Source: an optimization exercise on an open RTL-to-GDS flow (aim: small area, a short achievable clock period and few clock cycles per item). Production flows keep margins and buffers that such runs may drop.
Only simulation tests tie the RTL to the original design; equivalence was not proved.

run D:
Design ex_unit, start of the top module:
module ex_unit (
	input  logic      clk,
	input  logic      rst,
	input  logic      req_i,
	output logic      ack_o,
	input  ex_pkg::alusel_t   alusel_i,
	input  ex_pkg::aluop_t    aluop_i,
	input  ex_pkg::word_t     reg1_i,
	input  ex_pkg::word_t     reg2_i,
	input  ex_pkg::reg_addr_t wd_i,
	input  logic      wreg_i,
	output ex_pkg::word_t     wdata_o,
	output ex_pkg::reg_addr_t wd_o,
	output logic      wreg_o,
	output logic      overflow_o
);
	logic        plain, movz, movn, addov, hilo_rd, mthi, mtlo, mul, mul_hilo, mul_wr;
	logic [31:0] alu_result;
	logic        alu_ovf;
	logic        b_zero;
	logic        mul_busy;
	logic        mul_first;
	logic        mul_last;
	logic [7:0]  mul_bits;
	logic        mul_signed;
	logic [7:0]  mul_lo_bits;
	logic [31:0] mul_hi;
	logic [31:0] hi_q;
	logic [31:0] lo_q;
	ex_decode u_decode (
		.alusel_i   (alusel_i),
		.aluop_i    (aluop_i),
		.plain_o    (plain),
		.movz_o     (movz),
		.movn_o     (movn),
		.addov_o    (addov),
		.hilo_rd_o  (hilo_rd),
		.mthi_o     (mthi),
		.mtlo_o     (mtlo),
		.mul_o      (mul),
		.mul_hilo_o (mul_hilo),
		.mul_wr_o   (mul_wr)
	);
	alu_core u_alu (
		.alusel_i (alusel_i),
		.aluop_i  (aluop_i),
		.reg1_i   (reg1_i),
		.reg2_i   (reg2_i),
		.hi_i     (hi_q),
		.lo_i     (lo_q),
		.result_o (alu_result),
		.ovf_o    (alu_ovf),
		.b_zero_o (b_zero)
	);
	assign mul_signed = ~aluop_i[0] | aluop_i[7];
	mul_iter u_mul (
		.clk       (clk),
		.busy_i    (mul_busy),
		.first_i   (mul_first),
		.last_i    (mul_last),
		.signed_i  (mul_signed),
		.a_i       (reg1_i),
		.bits_i    (mul_bits),
		.lo_bits_o (mul_lo_bits),
		.hi_o      (mul_hi)
	);
	ex_result u_result (
		.clk           (clk),
		.rst           (rst),
		.req_i         (req_i),
		.plain_i       (plain),
		.movz_i        (movz),
		.movn_i        (movn),
		.addov_i       (addov),
		.hilo_rd_i     (hilo_rd),
		.mthi_i        (mthi),
		.mtlo_i        (mtlo),
		.mul_i         (mul),
		.mul_hilo_i    (mul_hilo),
		.mul_wr_i      (mul_wr),
		.alu_result_i  (alu_result),
		.alu_ovf_i     (alu_ovf),
		.b_zero_i      (b_zero),
		.mul_lo_bits_i (mul_lo_bits),
		.mul_hi_i      (mul_hi),
		.reg1_i        (reg1_i),
		.wd_i          (wd_i),
		.wreg_i        (wreg_i),
		.mul_busy_o    (mul_busy),
		.mul_first_o   (mul_first),
		.mul_last_o    (mul_last),
		.mul_bits_o    (mul_bits),
		.hi_o          (hi_q),
  ...
==> module ex_result, before the edit <==
module ex_result (
	input  logic        clk,
	input  logic        rst,
	input  logic        req_i,
	input  logic        plain_i,
	input  logic        movz_i,
	input  logic        movn_i,
	input  logic        addov_i,
	input  logic        hilo_rd_i,
	input  logic        mthi_i,
	input  logic        mtlo_i,
	input  logic        mul_i,
	input  logic        mul_hilo_i,
	input  logic        mul_wr_i,
	input  logic [31:0] alu_result_i,
	input  logic        alu_ovf_i,
	input  logic        b_zero_i,
	input  logic [7:0]  mul_lo_bits_i,
	input  logic [31:0] mul_hi_i,
	input  logic [31:0] reg1_i,
	input  logic [4:0]  wd_i,
	input  logic        wreg_i,
	output logic        mul_busy_o,
	output logic        mul_first_o,
	output logic        mul_last_o,
	output logic [7:0]  mul_bits_o,
	output logic [31:0] hi_o,
	output logic [31:0] lo_o,
	output logic        ack_o,
	output logic [31:0] wdata_o,
	output logic [4:0]  wd_o,
	output logic        wreg_o,
	output logic        overflow_o
);
	logic        busy;       
	logic        fg;         
	logic [1:0]  step;
	logic        last;
	logic        go;         
	logic        wb_en;
	logic [31:0] wdata_d;
	logic        hi_we;
	logic        lo_we;
	assign last        = busy & (step == 2'd3);
	assign go          = ~ack_o & req_i &
		(~busy | (~fg & ~(mul_i | hilo_rd_i | mthi_i | mtlo_i)));
	assign mul_busy_o  = busy;
	assign mul_first_o = (step == 2'd0);
	assign mul_last_o  = last;
	assign mul_bits_o  = fg ? wdata_o[7:0] : lo_o[7:0];
	assign wb_en = wreg_i & (plain_i | mul_wr_i | (movz_i & b_zero_i) |
		(movn_i & ~b_zero_i) | (addov_i & ~alu_ovf_i));
	assign wdata_d = (busy & fg) ? {mul_lo_bits_i, wdata_o[31:8]} : alu_result_i;
	assign hi_we = (go & mthi_i) | (last & ~fg);
	assign lo_we = (go & (mtlo_i | mul_hilo_i)) | (busy & ~fg);
	always_ff @(posedge clk) begin
		if (rst) begin
			ack_o <= 1'b0;
			busy  <= 1'b0;
			fg    <= 1'b0;
			step  <= 2'd0;
			hi_o  <= '0;
			lo_o  <= '0;
		end else begin
			if (ack_o) begin
				if (!req_i)
					ack_o <= 1'b0;
			end else if (go) begin
				ack_o <= ~mul_wr_i;
			end else if (last & fg) begin
				ack_o <= 1'b1;
			end
			if (busy) begin
				step <= step + 2'd1;
				if (last)
					busy <= 1'b0;
			end else if (go & mul_i) begin
				busy <= 1'b1;
				fg   <= mul_wr_i;
				step <= 2'd0;
			end
			if (hi_we)
				hi_o <= mthi_i ? reg1_i : mul_hi_i;
			if (lo_we)
				lo_o <= busy ? {mul_lo_bits_i, lo_o[31:8]} : alu_result_i;
		end
	end
	always_ff @(posedge clk) begin
		if (!ack_o)
			wdata_o <= wdata_d;
		wreg_o     <= wb_en;
		wd_o       <= wb_en ? wd_i : 5'd0;
		overflow_o <= addov_i & alu_ovf_i;
	end
endmodule
clock: 26.0 ns
lec_check: 0
abc_area: 1
cap_margin: 20
core_margin: 2
core_utilization: 40
slew_margin: 20
standard.sh (not shown) runs the stock make flow with config.mk's settings and CLKGATE_MAP_FILE= SYNTH_SCRIPT=/design/flow/synth_recipe.tcl, a recipe that flattens the netlist after the stock synthesis.
==> flow/flow/run.sh <==
#!/bin/bash
# The standard layout, except that the port buffers are buf_2 cells
# (ORFS's default choice is a clkdlybuf4s50_1 delay cell on every port),
# and the timing repair aims for setup slack well above zero
bash standard.sh BUFFER_PORTS_ARGS="-buffer_cell sky130_fd_sc_hd__buf_2" \
	SETUP_SLACK_MARGIN=17.5 finish > standard.log 2>&1
Run D: PASS, flow complete, no timing, DRC or antenna violations
Testbench counts of run D, summed over its fixed seeds: cycles 11,588, ops 4,800.
Inputs modified between run D and run B:
--- a/flow/design.v
+++ b/flow/design.v
@@ -409,13 +409,13 @@
 			end else if (go & mul_i) begin
 				busy <= 1'b1;
 				fg   <= mul_wr_i;
 				step <= 2'd0;
 			end
 			if (hi_we)
-				hi_o <= mthi_i ? reg1_i : mul_hi_i;
+				hi_o <= busy ? mul_hi_i : reg1_i;
 			if (lo_we)
 				lo_o <= busy ? {mul_lo_bits_i, lo_o[31:8]} : alu_result_i;
 		end
 	end
 	always_ff @(posedge clk) begin
 		if (!ack_o)
--- outcome ---
Diff run D -> run B | number of global-route vias before repair | down slightly
There was hardly any difference in post-layout utilization of the core between run B and run D.
| net count after synthesis | run B vs run D | ≈ equal |
Per the comparison of run B with run D, smallest setup slack after layout grew by 55 ps; amount of wire on met2 after detailed routing shrank by about 5.3%; final estimated routing congestion in global placement grew by 1.1%.
Total number of cells along the worst setup path: run B > run D
Testbench counts of run B, summed over its fixed seeds: cycles 11,588, ops 4,800.

==> re-timing with driven ports <==
The results above use ideal ports. As a check the final layouts listed here were re-extracted and re-timed, cells and wires unchanged. Step 1 sets driving cells, clkbuf_16 on the clock port and buf_2 on the other inputs (assumed; they add their load-dependent delay and slew). Step 2 moves the port delays by t, midway between the first and last clock arrival at a register: inputs arrive t later, outputs are due t later. That takes back most of the time a late clock gives input paths. a / b / c = ideal ports / drivers / drivers and shift; a / b = the first two.
run | shift t [ns] | setup WS [ns] | worst setup path at the end | latest minus earliest clock arrival (ns)
run D | 0.540 | 17.498 / 17.512 / 16.971 | input to register | 0.016 / 0.017
run B | 0.539 | 17.553 / 17.591 / 17.052 | input to register | 0.018 / 0.018
After both steps setup and hold are still met in every run listed. For run D, which loses most, drivers alone change the setup slack by +0.014 ns; drivers and shift together by -0.527 ns.
